From an optimization exercise on the open Yosys and OpenROAD flow, aimed at small area and a short achievable clock period; shortcuts taken in it are not production practice. The RTL was checked by simulation tests, not by an equivalence proof against the original design. No activity file was given, so power comes from the tool's default toggle rates.

==> quartz: inputs <==
==> flow/design.v <==
`timescale 1ns / 1ps
`default_nettype none
package crcfr_pkg;
	localparam logic [31:0] CRC_POLY = 32'hEDB8_8320;
	localparam logic [31:0] CRC_INIT = 32'hFFFF_FFFF;
	localparam logic [31:0] CRC_RESIDUE  = 32'hDEBB_20E3;
	localparam logic [7:0]  RES_LOW_KEY  = 8'hED;
	localparam logic [23:0] RES_HIGH_KEY = 24'h00BE26;
	localparam logic [15:0] RES_PRE_KEY  = 16'hBE26;
	localparam logic [7:0] TYPE_INPUT = 8'h01;
	localparam logic [7:0] TYPE_EMPTY = 8'h02;
	localparam logic [2:0] STATUS_OK        = 3'd0;
	localparam logic [2:0] STATUS_SHORT     = 3'd1;
	localparam logic [2:0] STATUS_BAD_MAGIC = 3'd2;
	localparam logic [2:0] STATUS_BAD_CRC   = 3'd3;
	localparam logic [2:0] STATUS_EMPTY     = 3'd4;
	localparam logic [2:0] STATUS_TOO_LONG  = 3'd5;
	function automatic logic [31:0] crc32_byte(input logic [31:0] crc, input logic [7:0] b);
		logic [31:0] c;
		c = crc ^ {24'd0, b};
		for (int i = 0; i < 8; i++) begin
			c = c[0] ? ((c >> 1) ^ CRC_POLY) : (c >> 1);
		end
		crc32_byte = c;
	endfunction
endpackage
`default_nettype wire
`timescale 1ns / 1ps
`default_nettype none
module crcfr_frame_state (
	input  wire logic        in_valid,
	input  wire logic        out_ready,
	input  wire logic        out_valid_q,
	input  wire logic        mid,          
	input  wire logic [7:0]  data_byte,
	input  wire logic        last_byte,
	input  wire logic [7:0]  crc_lo,       
	input  wire logic        pre_in,       
	input  wire logic [2:0]  pre_status,   
	input  wire logic [32:0] at,           
	output logic             in_ready,
	output logic             in_xfer,
	output logic             drop_hdr,     
	output logic [2:0]       stat,
	output logic [7:0]       fill,
	output logic [32:0]      wr
);
	logic lo_match, xlast, keep_hdr, keep_in;
	logic pre_chk, pre_ok;
	assign pre_chk  = (pre_status == crcfr_pkg::STATUS_OK)
	               || (pre_status == crcfr_pkg::STATUS_EMPTY);
	assign pre_ok   = (pre_status == crcfr_pkg::STATUS_OK);
	assign in_ready = !out_valid_q || out_ready;
	assign in_xfer  = in_valid && in_ready;
	assign xlast    = in_xfer && last_byte;
	assign lo_match = ((crc_lo ^ data_byte) == crcfr_pkg::RES_LOW_KEY);
	assign keep_hdr = mid && pre_ok && lo_match;
	assign keep_in  = mid && pre_in && lo_match;
	assign drop_hdr = last_byte && !keep_hdr;
	assign stat     = !mid ? crcfr_pkg::STATUS_SHORT
	                : (pre_chk && !lo_match) ? crcfr_pkg::STATUS_BAD_CRC : pre_status;
	assign fill     = last_byte ? 8'd0 : data_byte;
	for (genvar k = 0; k <= 32; k++) begin : g_wr
		if (k >= 17) begin : g_in
			assign wr[k] = (in_xfer && at[k]) || (xlast && !keep_in);
		end else begin : g_hdr
			assign wr[k] = (in_xfer && at[k]) || (xlast && !keep_hdr);
		end
	end
endmodule
`default_nettype wire
`timescale 1ns / 1ps
`default_nettype none
module crc_frame_receiver_core (
	input  wire logic               clk,
	input  wire logic               arst_n,
	input  wire logic               magic_wr_en,
	input  wire logic [15:0]        magic_wr_data,
	input  wire logic               in_valid,
	output logic                    in_ready,
	input  wire logic [7:0]         data_byte,
	input  wire logic               last_byte,
	output logic                    out_valid,
	input  wire logic               out_ready,
	output logic [2:0]              status,
	output logic [7:0]              msg_type,
	output logic [31:0]             seq_number,
	output logic [63:0]             timestamp_bits,
	output logic [63:0]             keys_low,
	output logic [15:0]             keys_high,
	output logic signed [15:0]      cursor_dx,
	output logic signed [15:0]      cursor_dy,
	output logic [7:0]              buttons,
	output logic signed [7:0]       scroll,
	output logic [10:0]             payload_length
);
	localparam logic [10:0] CNT_BYTE0 = 11'd2027;
	logic [15:0]  magic_q;
	logic         out_valid_q;
	logic         mid_q;
	logic [10:0]  cnt_q;
	logic         nx_long_q;
	logic         magic_ok_q;
	logic [31:0]  crc_q;
	logic         pre_in_q;
	logic [2:0]   pre_status_q;
	logic [2:0]   status_q;
	logic [7:0]   type_q;
	logic [31:0]  seq_q;
	logic [63:0]  time_q;
	logic [79:0]  keys_q;
	logic [15:0]  dx_q;
	logic [15:0]  dy_q;
	logic [7:0]   buttons_q;
	logic [7:0]   scroll_q;
	logic         in_xfer;
	logic         first;
	logic [32:0]  at;
	logic [10:0]  cnt_inc;
	logic         long_c;
	logic         long_n, lt21_n, lt37_n, eq21_n;
	logic         magic_ok_n;
	logic [7:0]   type_n;
	logic         is_input_n, is_empty_n;
	logic         crc_hi_ok_n;
	logic [31:0]  crc_nxt;
	logic         pre_ok_n;
	logic [2:0]   pre_status_n;
	logic [2:0]   stat_c;
	logic         drop_hdr;
	logic [7:0]   fill;
	logic [32:0]  wr;
	assign first = !mid_q;
	assign at[0] = first;
	for (genvar k = 1; k <= 32; k++) begin : g_at
		assign at[k] = mid_q && (cnt_q == 11'((k + 2027) % 2048));
	end
	assign cnt_inc  = (first ? CNT_BYTE0 : cnt_q) + 11'd1;
	assign long_c   = mid_q && nx_long_q;
	assign crc_nxt = crcfr_pkg::crc32_byte(first ? crcfr_pkg::CRC_INIT : crc_q, data_byte);
	assign long_n      = long_c || (mid_q && cnt_q == 11'd2026);
	assign lt21_n      = first || (cnt_q >= 11'd2027 && cnt_q <= 11'd2045);
	assign lt37_n      = first || cnt_q >= 11'd2027 || cnt_q <= 11'd13;
	assign eq21_n      = mid_q && cnt_q == 11'd2046;
	assign magic_ok_n  = at[0] ? (data_byte == magic_q[7:0])
	                   : at[1] ? (magic_ok_q && data_byte == magic_q[15:8]) : magic_ok_q;
	assign type_n      = at[3] ? data_byte : type_q;
	assign is_input_n  = (type_n == crcfr_pkg::TYPE_INPUT);
	assign is_empty_n  = (type_n == crcfr_pkg::TYPE_EMPTY);
	assign crc_hi_ok_n = mid_q && data_byte == crc_q[7:0]
	                  && crc_q[31:16] == crcfr_pkg::RES_PRE_KEY;
	always_comb begin
		if (long_n) begin
			pre_status_n = crcfr_pkg::STATUS_TOO_LONG;
		end else if (lt21_n || (is_input_n && lt37_n)) begin
			pre_status_n = crcfr_pkg::STATUS_SHORT;
		end else if (!magic_ok_n) begin
			pre_status_n = crcfr_pkg::STATUS_BAD_MAGIC;
		end else if (!crc_hi_ok_n) begin
			pre_status_n = crcfr_pkg::STATUS_BAD_CRC;
		end else begin
			if (is_empty_n && eq21_n) begin
				pre_status_n = crcfr_pkg::STATUS_EMPTY;
			end else begin
				pre_status_n = crcfr_pkg::STATUS_OK;
			end
		end
	end
	assign pre_ok_n = (pre_status_n == crcfr_pkg::STATUS_OK);
	crcfr_frame_state u_xfer (
		.in_valid    (in_valid),
		.out_ready   (out_ready),
		.out_valid_q (out_valid_q),
		.mid         (mid_q),
		.data_byte   (data_byte),
		.last_byte   (last_byte),
		.crc_lo      (crc_q[7:0]),
		.pre_in      (pre_in_q),
		.pre_status  (pre_status_q),
		.at          (at),
		.in_ready    (in_ready),
		.in_xfer     (in_xfer),
		.drop_hdr    (drop_hdr),
		.stat        (stat_c),
		.fill        (fill),
		.wr          (wr)
	);
	always_ff @(posedge clk or negedge arst_n) begin
		if (!arst_n) begin
			magic_q <= '0;
		end else if (magic_wr_en) begin
			magic_q <= magic_wr_data;
		end
	end
	always_ff @(posedge clk or negedge arst_n) begin
		if (!arst_n) begin
			out_valid_q <= 1'b0;
		end else if (in_xfer && last_byte) begin
			out_valid_q <= 1'b1;
		end else if (out_ready) begin
			out_valid_q <= 1'b0;
		end
	end
	always_ff @(posedge clk or negedge arst_n) begin
		if (!arst_n) begin
			mid_q <= 1'b0;
		end else if (in_xfer) begin
			mid_q <= !last_byte;
		end
	end
	always_ff @(posedge clk) begin
		if (in_xfer) begin
			cnt_q       <= drop_hdr ? 11'd0 : cnt_inc;
			nx_long_q    <= long_n;
			crc_q        <= crc_nxt;
			magic_ok_q   <= magic_ok_n;
			pre_in_q     <= pre_ok_n && is_input_n;
			pre_status_q <= pre_status_n;
			if (last_byte) status_q <= stat_c;
		end
	end
	always_ff @(posedge clk) begin
		if (wr[3]) type_q <= fill;
		for (int i = 0; i < 4; i++) begin
			if (wr[5 + i]) seq_q[8*i +: 8] <= fill;
		end
		for (int i = 0; i < 8; i++) begin
			if (wr[9 + i]) time_q[8*i +: 8] <= fill;
		end
		for (int i = 0; i < 10; i++) begin
			if (wr[17 + i]) keys_q[8*i +: 8] <= fill;
		end
		for (int i = 0; i < 2; i++) begin
			if (wr[27 + i]) dx_q[8*i +: 8] <= fill;
			if (wr[29 + i]) dy_q[8*i +: 8] <= fill;
		end
		if (wr[31]) buttons_q <= fill;
		if (wr[32]) scroll_q  <= fill;
	end
	assign out_valid      = out_valid_q;
	assign status         = status_q;
	assign msg_type       = type_q;
	assign seq_number     = seq_q;
	assign timestamp_bits = time_q;
	assign payload_length = cnt_q;
	assign keys_low       = keys_q[63:0];
	assign keys_high      = keys_q[79:64];
	assign cursor_dx      = dx_q;
	assign cursor_dy      = dy_q;
	assign buttons        = buttons_q;
	assign scroll         = scroll_q;
endmodule
`default_nettype wire
==> flow/flow/run.sh <==
#!/bin/bash
# Layout: the standard ORFS flow (standard.sh, which also runs the
# standard synthesis), with changes made through ORFS's own variables:
# - buffer_ports inserts sky130_fd_sc_hd__buf_1 as every port's buffer (the
#   resizer may still upsize them);
# - the resizer may not use the delay cells (only needed for hold fixing,
#   which this design does not need);
# - clock tree synthesis inserts no dummy loads, with clkbuf_8 buffers and
#   sink clusters of at most 16 flip-flops within 60 um.
# Each tool's full output is in standard_flow.log here and in ORFS's logs
# under orfs/logs.
set -euo pipefail
export BUFFER_PORTS_ARGS="-buffer_cell sky130_fd_sc_hd__buf_1"
export DONT_USE_CELLS="sky130_fd_sc_hd__clkdlybuf4s15_1 sky130_fd_sc_hd__clkdlybuf4s15_2 sky130_fd_sc_hd__clkdlybuf4s18_1 sky130_fd_sc_hd__clkdlybuf4s18_2 sky130_fd_sc_hd__clkdlybuf4s25_1 sky130_fd_sc_hd__clkdlybuf4s25_2 sky130_fd_sc_hd__clkdlybuf4s50_1 sky130_fd_sc_hd__clkdlybuf4s50_2 sky130_fd_sc_hd__dlygate4sd1_1 sky130_fd_sc_hd__dlygate4sd2_1 sky130_fd_sc_hd__dlygate4sd3_1 sky130_fd_sc_hd__dlymetal6s2s_1 sky130_fd_sc_hd__dlymetal6s4s_1 sky130_fd_sc_hd__dlymetal6s6s_1"
export CTS_ARGS="-sink_clustering_enable -repair_clock_nets -buf_list sky130_fd_sc_hd__clkbuf_8 -dont_use_dummy_load -sink_clustering_size 16 -sink_clustering_max_diameter 60"
bash standard.sh > standard_flow.log 2>&1
==> flow/standard.sh <==
#!/bin/bash
# synth_recipe.tcl (not shown) runs the flow's synth.tcl, then flattens the netlist and writes it again
# the make line also repeats each setting of config.mk as NAME=value (left out here)
make -C /OpenROAD-flow-scripts/flow DESIGN_CONFIG=/design/flow/config.mk WORK_HOME=/design/flow/orfs CLKGATE_MAP_FILE= SYNTH_SCRIPT=/design/flow/synth_recipe.tcl "${@:-finish}"
==> flow/config.mk <==
export PLATFORM = sky130hd
export DESIGN_NAME = crc_frame_receiver_core
export DESIGN_NICKNAME = crc_frame_receiver_core
export VERILOG_FILES = /design/flow/design.v
export SDC_FILE = /design/flow/constraint.sdc
export NUM_CORES = 4
export LEC_CHECK = 0
export CAP_MARGIN = 20
export CORE_MARGIN = 2
export CORE_UTILIZATION = 55
export SETUP_SLACK_MARGIN = 2.65
export SLEW_MARGIN = 20
export TNS_END_PERCENT = 10
==> flow/constraint.sdc <==
create_clock -name core_clock -period 5.0 [get_ports {clk}]
set_input_delay 1.0000 -clock core_clock [delete_from_list [all_inputs] [get_ports {clk}]]
set_output_delay 1.0000 -clock core_clock [all_outputs]
set_load 0.01 [all_outputs]
==> inputs of maple, as changes to quartz <==
==> flow/flow/run.sh (replaced) <==
#!/bin/bash
# Layout: the standard ORFS flow (standard.sh, which also runs the
# standard synthesis), with changes made through ORFS's own variables:
# - DONT_USE_CELLS is the platform's own list plus the cells in
#   flow/dont_use.txt (delay cells, and the non-inverting AND/OR-type gates,
#   so that synthesis and the resizer build the logic from inverting gates);
# - buffer_ports inserts sky130_fd_sc_hd__buf_1 as every port's buffer (the
#   resizer may still upsize them);
# - clock tree synthesis inserts no dummy loads, with clkbuf_8 buffers and
#   sink clusters of at most 16 flip-flops within 60 um.
# Each tool's full output is in standard_flow.log here and in ORFS's logs
# under orfs/logs.
set -euo pipefail
dont_use=$(grep -v '^#' flow/dont_use.txt | tr '\n' ' ')
export BUFFER_PORTS_ARGS="-buffer_cell sky130_fd_sc_hd__buf_1"
export CTS_ARGS="-sink_clustering_enable -repair_clock_nets -buf_list sky130_fd_sc_hd__clkbuf_8 -dont_use_dummy_load -sink_clustering_size 16 -sink_clustering_max_diameter 60"
bash standard.sh "DONT_USE_CELLS=$dont_use" finish > standard_flow.log 2>&1
==> flow/flow/dont_use.txt (new file) <==
# sky130hd's own don't-use list (platforms/sky130hd/config.mk)
sky130_fd_sc_hd__probe_p_8
sky130_fd_sc_hd__probec_p_8
sky130_fd_sc_hd__lpflow_bleeder_1
sky130_fd_sc_hd__lpflow_clkbufkapwr_1
sky130_fd_sc_hd__lpflow_clkbufkapwr_16
sky130_fd_sc_hd__lpflow_clkbufkapwr_2
sky130_fd_sc_hd__lpflow_clkbufkapwr_4
sky130_fd_sc_hd__lpflow_clkbufkapwr_8
sky130_fd_sc_hd__lpflow_clkinvkapwr_1
sky130_fd_sc_hd__lpflow_clkinvkapwr_16
sky130_fd_sc_hd__lpflow_clkinvkapwr_2
sky130_fd_sc_hd__lpflow_clkinvkapwr_4
sky130_fd_sc_hd__lpflow_clkinvkapwr_8
sky130_fd_sc_hd__lpflow_decapkapwr_12
sky130_fd_sc_hd__lpflow_decapkapwr_3
sky130_fd_sc_hd__lpflow_decapkapwr_4
sky130_fd_sc_hd__lpflow_decapkapwr_6
sky130_fd_sc_hd__lpflow_decapkapwr_8
sky130_fd_sc_hd__lpflow_inputiso0n_1
sky130_fd_sc_hd__lpflow_inputiso0p_1
sky130_fd_sc_hd__lpflow_inputiso1n_1
sky130_fd_sc_hd__lpflow_inputiso1p_1
sky130_fd_sc_hd__lpflow_inputisolatch_1
sky130_fd_sc_hd__lpflow_isobufsrc_1
sky130_fd_sc_hd__lpflow_isobufsrc_16
sky130_fd_sc_hd__lpflow_isobufsrc_2
sky130_fd_sc_hd__lpflow_isobufsrc_4
sky130_fd_sc_hd__lpflow_isobufsrc_8
sky130_fd_sc_hd__lpflow_isobufsrckapwr_16
sky130_fd_sc_hd__lpflow_lsbuf_lh_hl_isowell_tap_1
sky130_fd_sc_hd__lpflow_lsbuf_lh_hl_isowell_tap_2
sky130_fd_sc_hd__lpflow_lsbuf_lh_hl_isowell_tap_4
sky130_fd_sc_hd__lpflow_lsbuf_lh_isowell_4
sky130_fd_sc_hd__lpflow_lsbuf_lh_isowell_tap_1
sky130_fd_sc_hd__lpflow_lsbuf_lh_isowell_tap_2
sky130_fd_sc_hd__lpflow_lsbuf_lh_isowell_tap_4
# delay cells
sky130_fd_sc_hd__clkdlybuf4s15_1
sky130_fd_sc_hd__clkdlybuf4s15_2
sky130_fd_sc_hd__clkdlybuf4s18_1
sky130_fd_sc_hd__clkdlybuf4s18_2
sky130_fd_sc_hd__clkdlybuf4s25_1
sky130_fd_sc_hd__clkdlybuf4s25_2
sky130_fd_sc_hd__clkdlybuf4s50_1
sky130_fd_sc_hd__clkdlybuf4s50_2
sky130_fd_sc_hd__dlygate4sd1_1
sky130_fd_sc_hd__dlygate4sd2_1
sky130_fd_sc_hd__dlygate4sd3_1
sky130_fd_sc_hd__dlymetal6s2s_1
sky130_fd_sc_hd__dlymetal6s4s_1
sky130_fd_sc_hd__dlymetal6s6s_1
# non-inverting AND/OR-type gates: two stages each, slow on the late paths
sky130_fd_sc_hd__a2111o_1
sky130_fd_sc_hd__a2111o_2
sky130_fd_sc_hd__a2111o_4
sky130_fd_sc_hd__a211o_1
sky130_fd_sc_hd__a211o_2
sky130_fd_sc_hd__a211o_4
sky130_fd_sc_hd__a21bo_1
sky130_fd_sc_hd__a21bo_2
sky130_fd_sc_hd__a21bo_4
sky130_fd_sc_hd__a21o_1
sky130_fd_sc_hd__a21o_2
sky130_fd_sc_hd__a21o_4
sky130_fd_sc_hd__a221o_1
sky130_fd_sc_hd__a221o_2
sky130_fd_sc_hd__a221o_4
sky130_fd_sc_hd__a22o_1
sky130_fd_sc_hd__a22o_2
sky130_fd_sc_hd__a22o_4
sky130_fd_sc_hd__a2bb2o_1
sky130_fd_sc_hd__a2bb2o_2
sky130_fd_sc_hd__a2bb2o_4
sky130_fd_sc_hd__a311o_1
sky130_fd_sc_hd__a311o_2
sky130_fd_sc_hd__a311o_4
sky130_fd_sc_hd__a31o_1
sky130_fd_sc_hd__a31o_2
sky130_fd_sc_hd__a31o_4
sky130_fd_sc_hd__a32o_1
sky130_fd_sc_hd__a32o_2
sky130_fd_sc_hd__a32o_4
sky130_fd_sc_hd__a41o_1
sky130_fd_sc_hd__a41o_2
sky130_fd_sc_hd__a41o_4
sky130_fd_sc_hd__and2_0
sky130_fd_sc_hd__and2_1
sky130_fd_sc_hd__and2_2
sky130_fd_sc_hd__and2_4
sky130_fd_sc_hd__and2b_1
sky130_fd_sc_hd__and2b_2
sky130_fd_sc_hd__and2b_4
sky130_fd_sc_hd__and3_1
sky130_fd_sc_hd__and3_2
sky130_fd_sc_hd__and3_4
sky130_fd_sc_hd__and3b_1
sky130_fd_sc_hd__and3b_2
sky130_fd_sc_hd__and3b_4
sky130_fd_sc_hd__and4_1
sky130_fd_sc_hd__and4_2
sky130_fd_sc_hd__and4_4
sky130_fd_sc_hd__and4b_1
sky130_fd_sc_hd__and4b_2
sky130_fd_sc_hd__and4b_4
sky130_fd_sc_hd__and4bb_1
sky130_fd_sc_hd__and4bb_2
sky130_fd_sc_hd__and4bb_4
sky130_fd_sc_hd__o2111a_1
sky130_fd_sc_hd__o2111a_2
sky130_fd_sc_hd__o2111a_4
sky130_fd_sc_hd__o211a_1
sky130_fd_sc_hd__o211a_2
sky130_fd_sc_hd__o211a_4
sky130_fd_sc_hd__o21a_1
sky130_fd_sc_hd__o21a_2
sky130_fd_sc_hd__o21a_4
sky130_fd_sc_hd__o21ba_1
sky130_fd_sc_hd__o21ba_2
sky130_fd_sc_hd__o21ba_4
sky130_fd_sc_hd__o221a_1
sky130_fd_sc_hd__o221a_2
sky130_fd_sc_hd__o221a_4
sky130_fd_sc_hd__o22a_1
sky130_fd_sc_hd__o22a_2
sky130_fd_sc_hd__o22a_4
sky130_fd_sc_hd__o2bb2a_1
sky130_fd_sc_hd__o2bb2a_2
sky130_fd_sc_hd__o2bb2a_4
sky130_fd_sc_hd__o311a_1
sky130_fd_sc_hd__o311a_2
sky130_fd_sc_hd__o311a_4
sky130_fd_sc_hd__o31a_1
sky130_fd_sc_hd__o31a_2
sky130_fd_sc_hd__o31a_4
sky130_fd_sc_hd__o32a_1
sky130_fd_sc_hd__o32a_2
sky130_fd_sc_hd__o32a_4
sky130_fd_sc_hd__o41a_1
sky130_fd_sc_hd__o41a_2
sky130_fd_sc_hd__o41a_4
sky130_fd_sc_hd__or2_0
sky130_fd_sc_hd__or2_1
sky130_fd_sc_hd__or2_2
sky130_fd_sc_hd__or2_4
sky130_fd_sc_hd__or2b_1
sky130_fd_sc_hd__or2b_2
sky130_fd_sc_hd__or2b_4
sky130_fd_sc_hd__or3_1
sky130_fd_sc_hd__or3_2
sky130_fd_sc_hd__or3_4
sky130_fd_sc_hd__or3b_1
sky130_fd_sc_hd__or3b_2
sky130_fd_sc_hd__or3b_4
sky130_fd_sc_hd__or4_1
sky130_fd_sc_hd__or4_2
sky130_fd_sc_hd__or4_4
sky130_fd_sc_hd__or4b_1
sky130_fd_sc_hd__or4b_2
sky130_fd_sc_hd__or4b_4
sky130_fd_sc_hd__or4bb_1
sky130_fd_sc_hd__or4bb_2
sky130_fd_sc_hd__or4bb_4
--- a/flow/config.mk
+++ b/flow/config.mk
@@ -7,7 +7,7 @@
 export LEC_CHECK = 0
 export CAP_MARGIN = 20
 export CORE_MARGIN = 2
-export CORE_UTILIZATION = 55
-export SETUP_SLACK_MARGIN = 2.65
+export CORE_UTILIZATION = 40
+export SETUP_SLACK_MARGIN = 2.75
 export SLEW_MARGIN = 20
-export TNS_END_PERCENT = 10
+export TNS_END_PERCENT = 30
==> comparison <==
Of maple and quartz, maple has the higher total power (gap about 3%, measured against quartz). Against quartz, the register-to-register slack of maple is higher by 0.27 ns. Via count: maple is higher than quartz (1.9%). Global-route usage: maple is lower than quartz (5.9 points).

==> what the ideal ports hide <==
No port has a modelled driver above. Below, the same layouts with a new extraction and two added sets of constraints.
Step 1, drivers: a clkbuf_16 drives clk and a buf_2 each remaining input, both assumed.
Step 2 adds t to the input delays and takes it off the output delays; t is the mean of the earliest and latest rising clock arrival at the registers after step 1. Input paths then give back, and output paths get back, about the clock's delay inside the block.
a / b / c = no drivers / after step 1 / after step 2; a / b = the first two.
run	shift t [ns]	setup slack, ns	worst hold slack (ns)	clock arrival spread, ns	pins driven straight from the clock port
quartz	0.577	2.419 / 2.441 / 1.864	0.544 / 0.544 / 0.544	0.028 / 0.028	1
maple	0.594	2.632 / 2.588 / 2.157	0.398 / 0.376 / 0.523	0.106 / 0.106	1
After both steps every run listed still meets setup and hold. For quartz, which loses most, drivers alone change the setup slack by +0.022 ns; drivers and shift together by -0.555 ns.
